This is an optimization exercise on Yosys and OpenROAD, whose aim is small area, a short achievable clock period and few clock cycles per item, not a production implementation. Only simulation tests tie the RTL to the original design; equivalence was not proved. Power and IR drop assume default switching activity.

==> design.v <==
package mada_pkg;
  localparam int WINDOW_SIZE_DEFAULT = 20;
  localparam int SAMPLE_W            = 12;
  localparam int PERIOD_W            = 8;
  localparam int CFG_INDEX_W         = 4;
  localparam int CFG_DATA_W          = 12;
endpackage
module moving_average_deviation_alarm #(
  parameter int WINDOW_SIZE = mada_pkg::WINDOW_SIZE_DEFAULT
) (
  input  logic        clk,
  input  logic        rst,
  input  logic        in_valid,
  output logic        in_stall,
  input  logic [11:0] sample,
  output logic        out_valid,
  input  logic        out_stall,
  output logic [11:0] average,
  output logic [11:0] deviation,
  output logic        alarm,
  output logic        report_due,
  output logic        initialized,
  input  logic        cfg_valid,
  output logic        cfg_ready,
  input  logic [3:0]  cfg_index,
  input  logic [11:0] cfg_data
);
  function automatic logic [10:0] div_hi(input logic [4:0] x);
    case (x)
      5'd0: div_hi = {8'd0, 3'd0};
      5'd1: div_hi = {8'd6, 3'd2};
      5'd2: div_hi = {8'd12, 3'd4};
      5'd3: div_hi = {8'd19, 3'd1};
      5'd4: div_hi = {8'd25, 3'd3};
      5'd5: div_hi = {8'd32, 3'd0};
      5'd6: div_hi = {8'd38, 3'd2};
      5'd7: div_hi = {8'd44, 3'd4};
      5'd8: div_hi = {8'd51, 3'd1};
      5'd9: div_hi = {8'd57, 3'd3};
      5'd10: div_hi = {8'd64, 3'd0};
      5'd11: div_hi = {8'd70, 3'd2};
      5'd12: div_hi = {8'd76, 3'd4};
      5'd13: div_hi = {8'd83, 3'd1};
      5'd14: div_hi = {8'd89, 3'd3};
      5'd15: div_hi = {8'd96, 3'd0};
      5'd16: div_hi = {8'd102, 3'd2};
      5'd17: div_hi = {8'd108, 3'd4};
      5'd18: div_hi = {8'd115, 3'd1};
      5'd19: div_hi = {8'd121, 3'd3};
      5'd20: div_hi = {8'd128, 3'd0};
      5'd21: div_hi = {8'd134, 3'd2};
      5'd22: div_hi = {8'd140, 3'd4};
      5'd23: div_hi = {8'd147, 3'd1};
      5'd24: div_hi = {8'd153, 3'd3};
      5'd25: div_hi = {8'd160, 3'd0};
      5'd26: div_hi = {8'd166, 3'd2};
      5'd27: div_hi = {8'd172, 3'd4};
      5'd28: div_hi = {8'd179, 3'd1};
      5'd29: div_hi = {8'd185, 3'd3};
      5'd30: div_hi = {8'd192, 3'd0};
      5'd31: div_hi = {8'd198, 3'd2};
      default: div_hi = '0;
    endcase
  endfunction
  function automatic logic [10:0] div_lo(input logic [4:0] x);
    case (x)
      5'd0: div_lo = {8'd0, 3'd0};
      5'd1: div_lo = {8'd0, 3'd1};
      5'd2: div_lo = {8'd0, 3'd2};
      5'd3: div_lo = {8'd0, 3'd3};
      5'd4: div_lo = {8'd0, 3'd4};
      5'd5: div_lo = {8'd1, 3'd0};
      5'd6: div_lo = {8'd1, 3'd1};
      5'd7: div_lo = {8'd1, 3'd2};
      5'd8: div_lo = {8'd1, 3'd3};
      5'd9: div_lo = {8'd1, 3'd4};
      5'd10: div_lo = {8'd2, 3'd0};
      5'd11: div_lo = {8'd2, 3'd1};
      5'd12: div_lo = {8'd2, 3'd2};
      5'd13: div_lo = {8'd2, 3'd3};
      5'd14: div_lo = {8'd2, 3'd4};
      5'd15: div_lo = {8'd3, 3'd0};
      5'd16: div_lo = {8'd3, 3'd1};
      5'd17: div_lo = {8'd3, 3'd2};
      5'd18: div_lo = {8'd3, 3'd3};
      5'd19: div_lo = {8'd3, 3'd4};
      5'd20: div_lo = {8'd4, 3'd0};
      5'd21: div_lo = {8'd4, 3'd1};
      5'd22: div_lo = {8'd4, 3'd2};
      5'd23: div_lo = {8'd4, 3'd3};
      5'd24: div_lo = {8'd4, 3'd4};
      5'd25: div_lo = {8'd5, 3'd0};
      5'd26: div_lo = {8'd5, 3'd1};
      5'd27: div_lo = {8'd5, 3'd2};
      5'd28: div_lo = {8'd5, 3'd3};
      5'd29: div_lo = {8'd5, 3'd4};
      5'd30: div_lo = {8'd6, 3'd0};
      5'd31: div_lo = {8'd6, 3'd1};
      default: div_lo = '0;
    endcase
  endfunction
  logic [11:0] thr, vlo, vhi;
  logic [7:0]  per;
  assign cfg_ready = 1'b1;
  always_ff @(posedge clk) begin
    if (rst) begin
      thr <= 12'd32;
      vlo <= 12'd16;
      vhi <= 12'd1600;
      per <= 8'd10;
    end else if (cfg_valid) begin
      case (cfg_index)
        4'd0: thr <= cfg_data;
        4'd1: vlo <= cfg_data;
        4'd2: vhi <= cfg_data;
        4'd3: per <= cfg_data[7:0];
        default: ;
      endcase
    end
  end
  logic        adv, acc;
  logic        skid_v;
  logic [11:0] skid_d;
  assign adv      = !(out_valid && out_stall);
  assign in_stall = skid_v;
  assign acc      = in_valid && !skid_v;
  always_ff @(posedge clk) begin
    if (rst) skid_v <= 1'b0;
    else     skid_v <= !adv && (skid_v || acc);
  end
  always_ff @(posedge clk) begin
    if (!skid_v) skid_d <= sample;
  end
  logic        v0;
  logic [11:0] s0;
  logic [7:0]  cnt;
  logic [11:0] sb0;
  logic [10:0] dh, dl;
  logic [3:0]  rr0;
  logic        rc0;
  logic [7:0]  q0;
  logic [4:0]  r0;
  logic        inr0, rep0;
  always_ff @(posedge clk) begin
    if (rst) v0 <= 1'b0;
    else if (adv) v0 <= skid_v || acc;
  end
  always_ff @(posedge clk) begin
    if (adv) s0 <= skid_v ? skid_d : sample;
  end
  assign sb0 = {~s0[11], s0[10:0]};
  assign dh  = div_hi(sb0[11:7]);
  assign dl  = div_lo(sb0[6:2]);
  assign rr0 = {1'b0, dh[2:0]} + {1'b0, dl[2:0]};
  assign rc0 = (rr0 >= 4'd5);
  assign q0  = dh[10:3] + dl[10:3] + {7'd0, rc0};
  assign r0  = {rc0 ? 3'(rr0 - 4'd5) : rr0[2:0], sb0[1:0]};
  assign inr0 = ($signed(s0) > $signed(vlo)) && ($signed(s0) < $signed(vhi));
  assign rep0 = (cnt >= per);
  always_ff @(posedge clk) begin
    if (rst) cnt <= 8'd0;
    else if (adv && v0) cnt <= rep0 ? 8'd1 : cnt + 8'd1;
  end
  logic        v1, inr1, rep1;
  logic [7:0]  q1;
  logic [4:0]  r1;
  logic [11:0] s1;
  always_ff @(posedge clk) begin
    if (rst) v1 <= 1'b0;
    else if (adv) v1 <= v0;
  end
  always_ff @(posedge clk) begin
    if (adv) begin
      q1   <= q0;
      r1   <= r0;
      s1   <= s0;
      inr1 <= inr0;
      rep1 <= rep0;
    end
  end
  logic [7:0]        wq [0:19];
  logic [4:0]        wr [0:19];
  logic [7:0]        fq;
  logic [4:0]        fr;
  logic [4:0]        kcnt;
  logic              filled;
  logic [4:0]        R;
  logic              fill, upd, kfull;
  logic [7:0]        qrem;
  logic [4:0]        rrem;
  logic signed [6:0] rx;
  logic              cp, cn;
  logic [4:0]        rn;
  logic [8:0]        x1;
  assign fill  = v1 && !filled && inr1;
  assign upd   = v1 && filled;
  assign kfull = (kcnt == 5'd19);
  assign qrem  = kfull ? wq[19] : fq;
  assign rrem  = kfull ? wr[19] : fr;
  assign rx    = $signed({2'b0, R}) + $signed({2'b0, r1}) - $signed({2'b0, rrem});
  assign cn    = rx[6];
  assign cp    = !rx[6] && (rx >= 7'sd20);
  assign rn    = cn ? 5'(rx + 7'sd20) : (cp ? 5'(rx - 7'sd20) : rx[4:0]);
  assign x1    = {1'b0, q1} - {1'b0, qrem};
  always_ff @(posedge clk) begin
    if (adv && v1) begin
      wq[0] <= q1;
      wr[0] <= r1;
      for (int i = 1; i < 20; i++) begin
        wq[i] <= wq[i-1];
        wr[i] <= wr[i-1];
      end
    end
  end
  always_ff @(posedge clk) begin
    if (rst) filled <= 1'b0;
    else if (adv && fill) filled <= 1'b1;
  end
  always_ff @(posedge clk) begin
    if (adv) begin
      if (fill) begin
        fq   <= q1;
        fr   <= r1;
        kcnt <= 5'd0;
        R    <= 5'd0;
      end else if (upd) begin
        R <= rn;
        if (!kfull) kcnt <= kcnt + 5'd1;
      end
    end
  end
  logic        v2, fill2, upd2, cp2, cn2, rep2, init2;
  logic [8:0]  x2;
  logic [11:0] s2;
  logic [11:0] Q;
  always_ff @(posedge clk) begin
    if (rst) v2 <= 1'b0;
    else if (adv) v2 <= v1;
  end
  always_ff @(posedge clk) begin
    if (adv) begin
      fill2 <= fill;
      upd2  <= upd;
      x2    <= x1;
      cp2   <= cp;
      cn2   <= cn;
      s2    <= s1;
      rep2  <= rep1;
      init2 <= filled || fill;
    end
  end
  always_ff @(posedge clk) begin
    if (adv) begin
      if (fill2) Q <= {~s2[11], s2[10:0]};
      else if (upd2) Q <= Q + {{3{x2[8]}}, x2} + {11'd0, cp2} - {11'd0, cn2};
    end
  end
  logic        v3, upd3, rep3, init3, rnz3;
  logic [11:0] s3;
  always_ff @(posedge clk) begin
    if (rst) v3 <= 1'b0;
    else if (adv) v3 <= v2;
  end
  always_ff @(posedge clk) begin
    if (adv) begin
      upd3  <= upd2;
      s3    <= s2;
      rep3  <= rep2;
      init3 <= init2;
      rnz3  <= (R != 5'd0);
    end
  end
  logic        corr;
  logic [11:0] sb3, avgb;
  logic [12:0] dpos, dabs;
  logic        zero;
  logic [11:0] dev;
  assign corr = !Q[11] && rnz3;
  assign sb3  = {~s3[11], s3[10:0]};
  assign avgb = Q + {11'd0, corr};
  assign dpos = {1'b0, sb3} + {1'b1, ~Q} + {12'd0, !corr};
  assign dabs = dpos[12] ? (~dpos + 13'd1) : dpos;
  assign zero = !upd3 || (s3 == 12'd0) || (Q == 12'h800 && !corr) || (Q == 12'h7FF && corr);
  assign dev  = zero ? 12'd0 : dabs[11:0];
  always_ff @(posedge clk) begin
    if (rst) out_valid <= 1'b0;
    else if (adv) out_valid <= v3;
  end
  always_ff @(posedge clk) begin
    if (adv) begin
      average     <= upd3 ? (avgb ^ 12'h800) : 12'd0;
      deviation   <= dev;
      alarm       <= (dev >= thr);
      report_due  <= rep3;
      initialized <= init3;
    end
  end
endmodule
==> run.sh <==
#!/bin/bash
# synth_recipe.tcl (not shown) runs the flow's synth.tcl, then flattens the netlist and writes it again
# the make line also repeats each setting of config.mk as NAME=value (left out here)
make -C /OpenROAD-flow-scripts/flow DESIGN_CONFIG=/design/flow/config.mk WORK_HOME=/design/flow/orfs CLKGATE_MAP_FILE= SYNTH_SCRIPT=/design/flow/synth_recipe.tcl finish
==> config.mk <==
export PLATFORM = sky130hd
export DESIGN_NAME = moving_average_deviation_alarm
export DESIGN_NICKNAME = moving_average_deviation_alarm
export VERILOG_FILES = /design/flow/design.v
export SDC_FILE = /design/flow/constraint.sdc
export NUM_CORES = 4
export LEC_CHECK = 0
export CAP_MARGIN = 20
export CORE_MARGIN = 2
export CORE_UTILIZATION = 40
export SLEW_MARGIN = 20
==> constraint.sdc <==
create_clock -name core_clock -period 5.5 [get_ports {clk}]
set_input_delay 1.1000 -clock core_clock [delete_from_list [all_inputs] [get_ports {clk}]]
set_output_delay 1.1000 -clock core_clock [all_outputs]
set_load 0.01 [all_outputs]
==> impl_metrics.csv, run 1 <==
group,metric,value,unit
placement,dp.final_hpwl,24.5,mm
floorplanning,row_count,82,
yosys,synth.most_common_cell,"edfxtp_1",
detailed_routing,post_drt_wl_per_cell,16.1,µm
timing,setup_viol,0,
detailed_routing,vias,11152,
grt,overflow,0,
yosys,ys_async_sr_fraction,0,
cts,cts_sinks,479,
detailed_routing,drt-met1-wl,18.0,mm
timing,period_share,0.904,
cts,cts.path.max_buffers,3,
timing,worstMarginPinSlew,1.02,ns
yosys,synthTopCellsByArea,"edfxtp_1 (60%), dfxtp_1 (7.6%), ha_1 (6.9%)",
timing,finalHoldViolations,0,
floorplanning,core_area,50000,µm²
floorplanning,die_area,52300,µm²
final_layout,syn_to_final_growth,15.2,%
floorplanning,ioPinCount,63,
detailed_routing,drtAntennaViolNets,0,
yosys,ys_seq_area_frac,0.674,
grt,antenna_found_initial,1,
setup_path,r2r-end,"q1[6]",
min_path,hold_class,"reg2reg",
floorplanning,start_util,0.404,
setup_path,r2r_cells,17,
setup_path,crit_start,"s0[8]",
setup_path,end_kind,"flop",
detailed_routing,met2_length,16.1,mm
pwr,pwr_density_cell,401,nW/µm²
timing,min_period,4.97,ns
detailed_routing,drc,0,
yosys,synth-edff-count,402,
final_layout,antenna_cells,0,
cts,clkTransAtPathRegs,0.06,ns
timing,slew_viol_final,0,
yosys,syn_inst,1469,
timing,rsz0062_at_grt,"false",
grt,grt_pass1_vias,10830,
yosys,yosysUniqueCellTypes,73,
detailed_routing,drt_iter0_drc,827,
yosys,syn-num-nets,1627,
setup_path,rrSetupSlack,0.53,ns
setup_path,critical_path.endpoint,"q1[6]",
job,cap_violations,0,
cts,clock_latency,0.59,ns
final_layout,reg_top3,"wq: 160 flops, wr: 100 flops",
floorplanning,fp.dieH,229,µm
cts,post_cts_buffers,0,
final_layout,regMostFlops,"wq",
grt,grt_max_degree,171,
setup_path,arrival,5.31,ns
placement,io_buffers,61,
cts,htree_levels,2,
yosys,yosys.area.top_type,"edfxtp_1",
placement,place_inst,2179,
outcome,status,"finished clean",
yosys,yosys-top-cells-count,"edfxtp_1 (402), inv_1 (136), nand2_1 (120)",
setup_path,cp_max_fo,11,
final_layout,nets,1717,
cts,cts_resized,0,
timing,max_freq,0.201,GHz
detailed_routing,viasPerCell,4.91,
detailed_routing,wirelength,36.6,mm
yosys,synth_top_cell_area_share,0.598,
pwr,ir_drop,0.229,mV
cts,cts_root_buffer,"clkbuf_16",
final_layout,final_util,0.466,
grt,grt_pass1_wl,57.7,mm
min_path,hold_start,"wq[14][6]",
final_layout,instances_no_fill,2273,
final_layout,drive_gt1_frac,0.0843,
yosys,synthFlopType,"edfxtp_1",
cts,cts_buffers,50,
detailed_routing,first_pass_iters,5,
final_layout,largest_register_ffs,160,
timing,relSlewSlack,0.318,
detailed_routing,highest_layer,"met4",
yosys,synth-seq-cells,479,
yosys,syn_area_per_cell,13.7,µm²
yosys,netlist_area,20200,µm²
setup_path,startpoint_type,"flop",
floorplanning,die_w,229,µm
cts,tritoncts,"built",
setup_path,rr_startpoint,"s0[8]",
grt,grt_usage,0.139,
yosys,yosysWarnings,3,
detailed_routing,wl_met3,1.64,mm
pwr,leakage,8.54,nW
setup_path,cp_data_required_time,5.84,ns
timing,finClkSkew,0.0184,ns
cts,cts_hold_buffers,0,
placement,gp_congestion,0.864,
setup_path,worst-setup-path-type,"reg2reg",
-- metal layers --
metal,GRT usage,vias up
met2,0.209,196
met5,0,-
li1,-,5533
met4,0.0504,0
met3,0.0247,61
met1,0.202,5362
-- layout make-up --
type / count / area [µm²]
Sequential cell: 479 / 13600
Clock inverter: 34 / 310
Tap cell: 672 / 841
Inverter: 138 / 529
Fill cell: 4400 / 26700
Multi-Input combinational cell: 819 / 5960
Clock buffer: 60 / 1320
Timing Repair Buffer: 71 / 693
-- critical path, stage by stage, from the launching register on --
cell and delay (ns):
edfxtp_1 0.56, inv_1 0.20, ha_1 0.30, nand2_1 0.15, a211oi_1 0.31, nor3_1 0.07
a31oi_1 0.42, ha_1 0.27, inv_1 0.06, fa_1 0.50, ha_1 0.27, a21oi_1 0.15
nor3_1 0.11, fa_1 0.43, fa_1 0.42, nor2b_1 0.15, o2111ai_1 0.14, xor2_1 0.20
-- logic make-up after synthesis --
logic type | Yosys count | share of synthesized area
flip-flops | 479 | 0.674
AND/OR/NAND/NOR | 327 | 0.0761
AO/OA/AOI/OAI | 260 | 0.0842
buffers and inverters | 171 | 0.0327
adder cells (fa/ha/maj) | 125 | 0.0823
XOR/XNOR | 57 | 0.0247
multiplexers | 49 | 0.0258
other | 1 | 0.000186
-- how the worst min path moves through the flow --
stage	slack, ns	endpoint	cells after the start
final	0.41	wq[15][6]	0
after global routing	0.42	wq[15][6]	0
after CTS	0.41	wr[9][0]	0
after detailed placement	0.40	s2[4]	0
after global placement	0.40	wr[18][0]	0
after floorplan	0.40	init3	0
-- placed cells by master, fill, tap and decap left out, types with 24 or more instances in the layout --
master / count
inv_1: 135
ha_1: 112
clkdlybuf4s50_1: 60
mux2i_1: 27
o21ai_0: 43
edfxtp_1: 402
a21oi_1: 92
nor2_1: 69
a21o_1: 24
clkbuf_16: 51
dfxtp_1: 77
xor2_1: 25
xnor2_1: 32
nand2_1: 119
-- stage by stage --
step	setup WS [ns]	setup TNS, ns	area, µm²	hold slack (ns)	power, mW
final	0.530	0	23300	0.411	9.34
after global routing	0.0330	0	23300	0.419	9.83
after CTS	0.536	0	23300	0.413	9.46
after detailed placement	0.575	0	21600	0.405	6.11
after global placement	0.695	0	21600	0.400	6.07
after floorplan	-0.537	-139.52	20300	0.400	5.68
-- power breakdown --
part,internal (mW),switching (mW)
clock network,1.88,1.42
logic,0.723,0.944
registers,4.23,0.148
Testbench counts, summed over its fixed seeds: cycles 3,240, items 3,200.
==> run 2: changes to the inputs <==
--- a/config.mk
+++ b/config.mk
@@ -8,4 +8,5 @@
 export CAP_MARGIN = 20
 export CORE_MARGIN = 2
 export CORE_UTILIZATION = 40
+export SETUP_SLACK_MARGIN = 1.0
 export SLEW_MARGIN = 20
==> impl_metrics.csv, run 2 <==
group,metric,value,unit
timing,relSlewSlack,0.317,
cts,clock_latency,0.59,ns
cts,cts_root_buffer,"clkbuf_16",
yosys,syn-num-nets,1627,
final_layout,layout_commonest_cell,"edfxtp_1",
detailed_routing,vias,11150,
floorplanning,row_count,82,
grt,overflow,0,
setup_path,arrival,4.66,ns
pwr,comb_power_share,0.183,
final_layout,largest_register_ffs,160,
placement,dp.final_hpwl,24.5,mm
detailed_routing,drc,0,
yosys,synth.most_common_cell,"edfxtp_1",
timing,finalHoldViolations,0,
detailed_routing,wirelength,36.9,mm
timing,min_period,4.32,ns
grt,grt_max_degree,171,
pwr,intPower,6.86,mW
detailed_routing,viasPerCell,4.89,
cts,cts_buffers,50,
job,cap_violations,0,
setup_path,end_kind,"flop",
timing,rsz0062_at_grt,"false",
pwr,p_sw,2.52,mW
final_layout,drive_gt1_frac,0.0970,
grt,grt_pass1_vias,10833,
yosys,synthTopCellsByArea,"edfxtp_1 (60%), dfxtp_1 (7.6%), ha_1 (6.9%)",
timing,period_share,0.786,
yosys,ys_seq_area_frac,0.674,
yosys,yosys.area.top_type,"edfxtp_1",
final_layout,final_util,0.468,
timing,max_freq,0.231,GHz
yosys,ys_async_sr_fraction,0,
final_layout,regMostFlops,"wq",
cts,clkTransAtPathRegs,0.06,ns
detailed_routing,post_drt_wl_per_cell,16.2,µm
floorplanning,ioPinCount,63,
yosys,yosysUniqueCellTypes,73,
cts,tritoncts,"built",
yosys,netlist_area,20200,µm²
floorplanning,start_util,0.404,
yosys,synth_top_cell_area_share,0.598,
detailed_routing,drtAntennaViolNets,0,
yosys,yosysWarnings,3,
cts,cts.path.max_buffers,3,
pwr,p_sw_frac,0.269,
outcome,status,"finished clean",
final_layout,layout_common_cells,"edfxtp_1 (402), inv_1 (132), nand2_1 (119), ha_1 (110), a21oi_1 (91)",
floorplanning,fp.dieH,229,µm
floorplanning,core_area,50000,µm²
setup_path,cp_max_fo,10,
setup_path,worst-setup-path-type,"reg2reg",
floorplanning,die_w,229,µm
pwr,ir_drop,0.229,mV
cts,htree_levels,2,
timing,fin_tns_setup,0,ns
timing,finClkSkew,0.0181,ns
final_layout,nets,1725,
pwr,power_frac_seq,0.466,
detailed_routing,drt_iter0_drc,817,
cts,cts_sinks,479,
grt,grt_usage,0.139,
setup_path,startpoint_type,"flop",
setup_path,rrSetupSlack,1.18,ns
yosys,synthFlopType,"edfxtp_1",
yosys,syn_area_per_cell,13.7,µm²
final_layout,reg_top3,"wq: 160 flops, wr: 100 flops",
timing,slew_viol_final,0,
timing,setup_viol,0,
pwr,leakage,8.58,nW
pwr,p_clk_frac,0.351,
yosys,synth-seq-cells,479,
final_layout,antenna_cells,0,
min_path,hold_class,"reg2reg",
grt,antenna_found_initial,1,
yosys,synth-edff-count,402,
placement,io_buffers,61,
placement,gp_congestion,0.864,
detailed_routing,first_pass_iters,5,
pwr,pwr_density_cell,401,nW/µm²
yosys,yosys-top-cells-count,"edfxtp_1 (402), inv_1 (136), nand2_1 (120)",
setup_path,cp_data_required_time,5.84,ns
timing,worstMarginPinSlew,1.03,ns
final_layout,syn_to_final_growth,15.9,%
grt,grt_pass1_wl,57.9,mm
floorplanning,die_area,52300,µm²
yosys,syn_inst,1469,
## run 2: cell counts after synthesis
No cell type changed its count.
## run 2: cell families after synthesis
| group | after synthesis | synth area share |
|---|---|---|
| adders and majority gates | 125 | 0.0823 |
| xor gates and xnor gates | 57 | 0.0247 |
| buffers and inverters | 171 | 0.0327 |
| and+or+nand+nor | 327 | 0.0761 |
| DFF | 479 | 0.674 |
| AOI/OAI and AO/OA | 260 | 0.0842 |
| other | 1 | 0.000186 |
| muxes | 49 | 0.0258 |
## run 2: through the flow
stage               area [µm²]  worst slack [ns]  cells  hold WS (ns)  power (mW)
floorplan                20300            -0.537   1469         0.400        5.68
global placement         21600             0.695   2179         0.400        6.07
detailed placement       21600             0.575   2179         0.405        6.11
CTS                      23300              1.03   2278         0.413        9.46
global route             23400             0.952   2281         0.419        9.88
finish                   23400              1.18   2281         0.411        9.38
## run 2: layout make-up
type / instances / area, µm²
multi-input cells: 819 / 6040
well taps: 672 / 841
flip-flops and latches: 479 / 13600
clock buffers: 60 / 1320
inverters: 138 / 529
clock inverters: 34 / 310
fillers: 4394 / 26600
repair buffers: 79 / 753
## run 2: power groups by stage
stage,Clock (mW),Sequential [mW],Combinational (mW)
2_1_floorplan,0,4.38,1.30
3_3_place_gp,0,4.45,1.62
3_5_place_dp,0,4.46,1.65
4_1_cts,3.40,4.38,1.68
5_1_grt,3.54,4.40,1.94
6_report,3.29,4.38,1.71
## run 2: final timing paths
check | to | from | depth (start not counted)
setup reg to reg | q1[6] | s0[8] | 18
hold reg to reg | wq[15][6] | wq[14][6] | 0
setup / recovery | q1[6] | s0[8] | 18
hold / removal | wq[15][6] | wq[14][6] | 0
## run 2: layer usage
layer  share of wire  wire length (µm)  GRT usage
met1            0.49             18000      0.203
met2            0.44             16400      0.210
met3           0.043              1570     0.0247
met4           0.024               878     0.0502
met5               0                 0          0
## run 2: repair_timing
action | CTS | global route
hold buffers | 0 | 0
setup buffers | 5 | 3
pin swaps | 0 | 2
gates resized for setup | 2 | 16
endpoints found under the setup margin | 8 | 8
gates cloned | 0 | 0
## run 2: worst max-delay path, stage by stage, from the launching register on
cell and delay [ns]:
edfxtp_1 0.41, buf_4 0.20, ha_4 0.18, nor2_1 0.17, a211oi_2 0.08, nor3_1 0.19, a31oi_2 0.05, buf_4 0.17
ha_1 0.19, inv_1 0.08, fa_2 0.47, ha_1 0.25, a21oi_1 0.20, nor3_2 0.09, fa_1 0.42, fa_1 0.42
nor2b_1 0.15, o2111ai_1 0.14, xor2_1 0.18
==> run 3: changes to the inputs <==
--- a/config.mk
+++ b/config.mk
@@ -8,5 +8,5 @@
 export CAP_MARGIN = 20
 export CORE_MARGIN = 2
 export CORE_UTILIZATION = 40
-export SETUP_SLACK_MARGIN = 1.0
+export SETUP_SLACK_MARGIN = 2.0
 export SLEW_MARGIN = 20
==> impl_metrics.csv, run 3 <==
group,metric,value,unit
cts,tritoncts,"built",
timing,setup_viol,0,
floorplanning,row_count,82,
final_layout,largest_register_ffs,160,
cts,cts_root_buffer,"clkbuf_16",
placement,gp_congestion,0.851,
job,cap_violations,0,
final_layout,antenna_cells,0,
cts,clkTransAtPathRegs,0.06,ns
cts,htree_levels,2,
outcome,status,"finished clean",
detailed_routing,wirelength,36.7,mm
yosys,synth.most_common_cell,"edfxtp_1",
grt,grt_pass1_wl,58.6,mm
yosys,netlist_area,20200,µm²
pwr,p_sw,2.62,mW
pwr,pwr_density_cell,407,nW/µm²
pwr,ir_drop,0.244,mV
yosys,ys_async_sr_fraction,0,
setup_path,path_buf_inv,4,
grt,grt_pass1_vias,11174,
placement,dp.final_hpwl,24.0,mm
setup_path,path_cells,"inv_2, ha_4, inv_2, a221oi_2, nor3_2, a31oi_2, ha_2, inv_2, fa_2, ha_4, inv_2, a21oi_4, nor3_4, fa_2, fa_2, nor2b_4, o2111ai_2, xor2_1",
yosys,yosysUniqueCellTypes,73,
detailed_routing,vias,11347,
timing,rsz0062_at_grt,"true",
final_layout,layout_common_cells,"edfxtp_1 (402), inv_1 (128), nand2_1 (113), ha_1 (104), a21oi_1 (82)",
pwr,comb_power_share,0.207,
timing,min_period,4.05,ns
pwr,p_sw_frac,0.269,
grt,grt_usage,0.140,
yosys,ys_seq_area_frac,0.674,
timing,finClkSkew,0.0286,ns
final_layout,reg_top3,"wq: 160 flops, wr: 100 flops",
final_layout,nets,1757,
pwr,leakage,8.81,nW
detailed_routing,drt_iter0_drc,703,
yosys,synth-edff-count,402,
min_path,hold_class,"reg2reg",
setup_path,end_kind,"flop",
cts,cts.path.max_buffers,3,
detailed_routing,viasPerCell,4.91,
yosys,yosys.area.top_type,"edfxtp_1",
setup_path,cp_slowest_stage_delay,0.58,ns
pwr,intPower,7.12,mW
floorplanning,die_w,229,µm
timing,period_share,0.737,
yosys,synth_top_cell_area_share,0.598,
final_layout,syn_to_final_growth,18.4,%
yosys,syn_inst,1469,
timing,finalHoldViolations,0,
setup_path,cp_top_family,"adder cells",
cts,cts_buffers,48,
final_layout,drive_gt1_frac,0.143,
floorplanning,start_util,0.404,
detailed_routing,drtAntennaViolNets,0,
timing,relSlewSlack,0.354,
setup_path,cp_common_cell,"inv_2",
grt,antenna_found_initial,0,
pwr,power_frac_seq,0.449,
timing,worstMarginPinSlew,0.969,ns
pwr,p_clk_frac,0.344,
timing,max_freq,0.247,GHz
detailed_routing,drc,0,
yosys,syn_area_per_cell,13.7,µm²
grt,grt_max_degree,153,
detailed_routing,first_pass_iters,6,
floorplanning,core_area,50000,µm²
yosys,yosys-top-cells-count,"edfxtp_1 (402), inv_1 (136), nand2_1 (120)",
yosys,syn-num-nets,1627,
floorplanning,fp.dieH,229,µm
yosys,yosysWarnings,3,
setup_path,cp_data_required_time,5.82,ns
setup_path,startpoint_type,"flop",
yosys,synth-seq-cells,479,
floorplanning,ioPinCount,63,
final_layout,regMostFlops,"wq",
cts,cts_hold_buffers,0,
grt,overflow,0,
timing,whs,0.412,ns
yosys,synthTopCellsByArea,"edfxtp_1 (60%), dfxtp_1 (7.6%), ha_1 (6.9%)",
cts,clock_latency,0.60,ns
final_layout,num-fill-cells,4358,
setup_path,cp_max_fo,4,
floorplanning,die_area,52300,µm²
pwr,p_total,9.74,mW
cts,cts_sinks,479,
placement,io_buffers,61,
setup_path,worst-setup-path-type,"reg2reg",
timing,slew_viol_final,0,
setup_path,arrival,4.37,ns
setup_path,slowest_stage,"fa_2",
placement,post-place-ws,0.837,ns
timing,worst_slack,1.45,ns
yosys,synthFlopType,"edfxtp_1",
final_layout,layout_commonest_cell,"edfxtp_1",
detailed_routing,post_drt_wl_per_cell,15.9,µm
-- run 3: cell count changes in the layout (fill, tap and decap cells not counted), moves of 5 or more --
cell     change
ha_2         +5
nand2_1      -6
ha_1         -6
a21oi_2      +6
buf_4       +31
o21ai_0      -5
a21oi_1      -9
-- run 3: area by class of cell --
cell class / count / area [µm²] / area share
inverters: 138 / 529 / 0.0221
flip-flops and latches: 479 / 13600 / 0.569
multi-input cells: 819 / 6270 / 0.262
repair buffers: 113 / 1030 / 0.0430
well taps: 672 / 841 / 0.0351
clock buffers: 58 / 1280 / 0.0535
clock inverters: 31 / 364 / 0.0152
-- run 3: cells by family after synthesis --
group | count (synthesis) | synth area share
and+or+nand+nor | 327 | 0.0761
buffers and inverters | 171 | 0.0327
AOI/OAI and AO/OA | 260 | 0.0842
DFF | 479 | 0.674
xor gates and xnor gates | 57 | 0.0247
adders and majority gates | 125 | 0.0823
other | 1 | 0.000186
muxes | 49 | 0.0258
-- run 3: path summary, 6_finish.rpt --
path / slack, ns / cells past startpoint / endpoint / startpoint
min: 0.41 / 0 / wq[13][2] / wq[12][2]
max: 1.45 / 18 / q1[6] / s0[7]
max reg2reg: 1.45 / 18 / q1[6] / s0[7]
min reg2reg: 0.41 / 0 / wq[13][2] / wq[12][2]
-- run 3: power by group through the flow --
stage                     Clock [mW]  Sequential, mW  Combinational, mW
after floorplan                    0            4.38               1.35
after global placement             0            4.45               1.65
after detailed placement           0            4.45               1.68
after CTS                       3.44            4.37               1.86
after global routing            3.58            4.39               2.26
final                           3.35            4.37               2.02
-- run 3: repair_timing --
item | in CTS | in global routing
setup buffers | 34 | 9
pin swaps | 28 | 12
endpoints found under the setup margin | 15 | 13
resized for setup | 26 | 19
cloned | 0 | 0
-- run 3: metrics by stage --
stage                     instances  TNS, ns   util  instance area [µm²]
after floorplan                1469  -139.52      -                20400
after global placement         2178        0  0.435                21700
after detailed placement       2178        0  0.435                21800
after CTS                      2301        0  0.476                23800
after global routing           2310        0  0.479                23900
final                          2310        0  0.479                23900
-- run 3: layer usage --
metal / vias up / share of wire / global-route usage / wire length [µm]
met2: 186 / 0.45 / 0.214 / 16400
li1: 5603 / - / - / -
met3: 56 / 0.036 / 0.0237 / 1320
met4: 0 / 0.023 / 0.0496 / 854
met1: 5502 / 0.49 / 0.201 / 18100
met5: - / 0 / 0 / 0

## what the ideal ports hide
In the flow no input, the clock included, has a driving cell. The finished layouts below were timed again as built, in two steps.
Step 1 (the two cells are an assumption about what drives the block):
set clk [get_ports {clk}]
set_driving_cell -lib_cell sky130_fd_sc_hd__clkbuf_16 $clk
set_driving_cell -lib_cell sky130_fd_sc_hd__buf_2 [delete_from_list [all_inputs] $clk]
Step 2 times the ports against the registers' clock, not the clock port: input delays grow and output delays shrink by t, the midpoint of the rising clock arrivals with the driver on.
Slacks: no drivers / after step 1 / after step 2; pairs: no drivers / after step 1.
run	shift t [ns]	setup WS [ns]	hold slack, ns	latest minus earliest clock arrival (ns)	worst register clock-pin slew, ns
run 1	0.637	0.530 / 0.530 / 0.530	0.411 / 0.411 / 0.411	0.019 / 0.019	0.06 / 0.06
run 2	0.637	1.178 / 1.178 / 1.178	0.411 / 0.411 / 0.411	0.018 / 0.018	0.06 / 0.06
run 3	0.636	1.447 / 1.447 / 1.447	0.412 / 0.412 / 0.412	0.029 / 0.030	0.07 / 0.07
After both steps setup and hold are still met in every run listed.
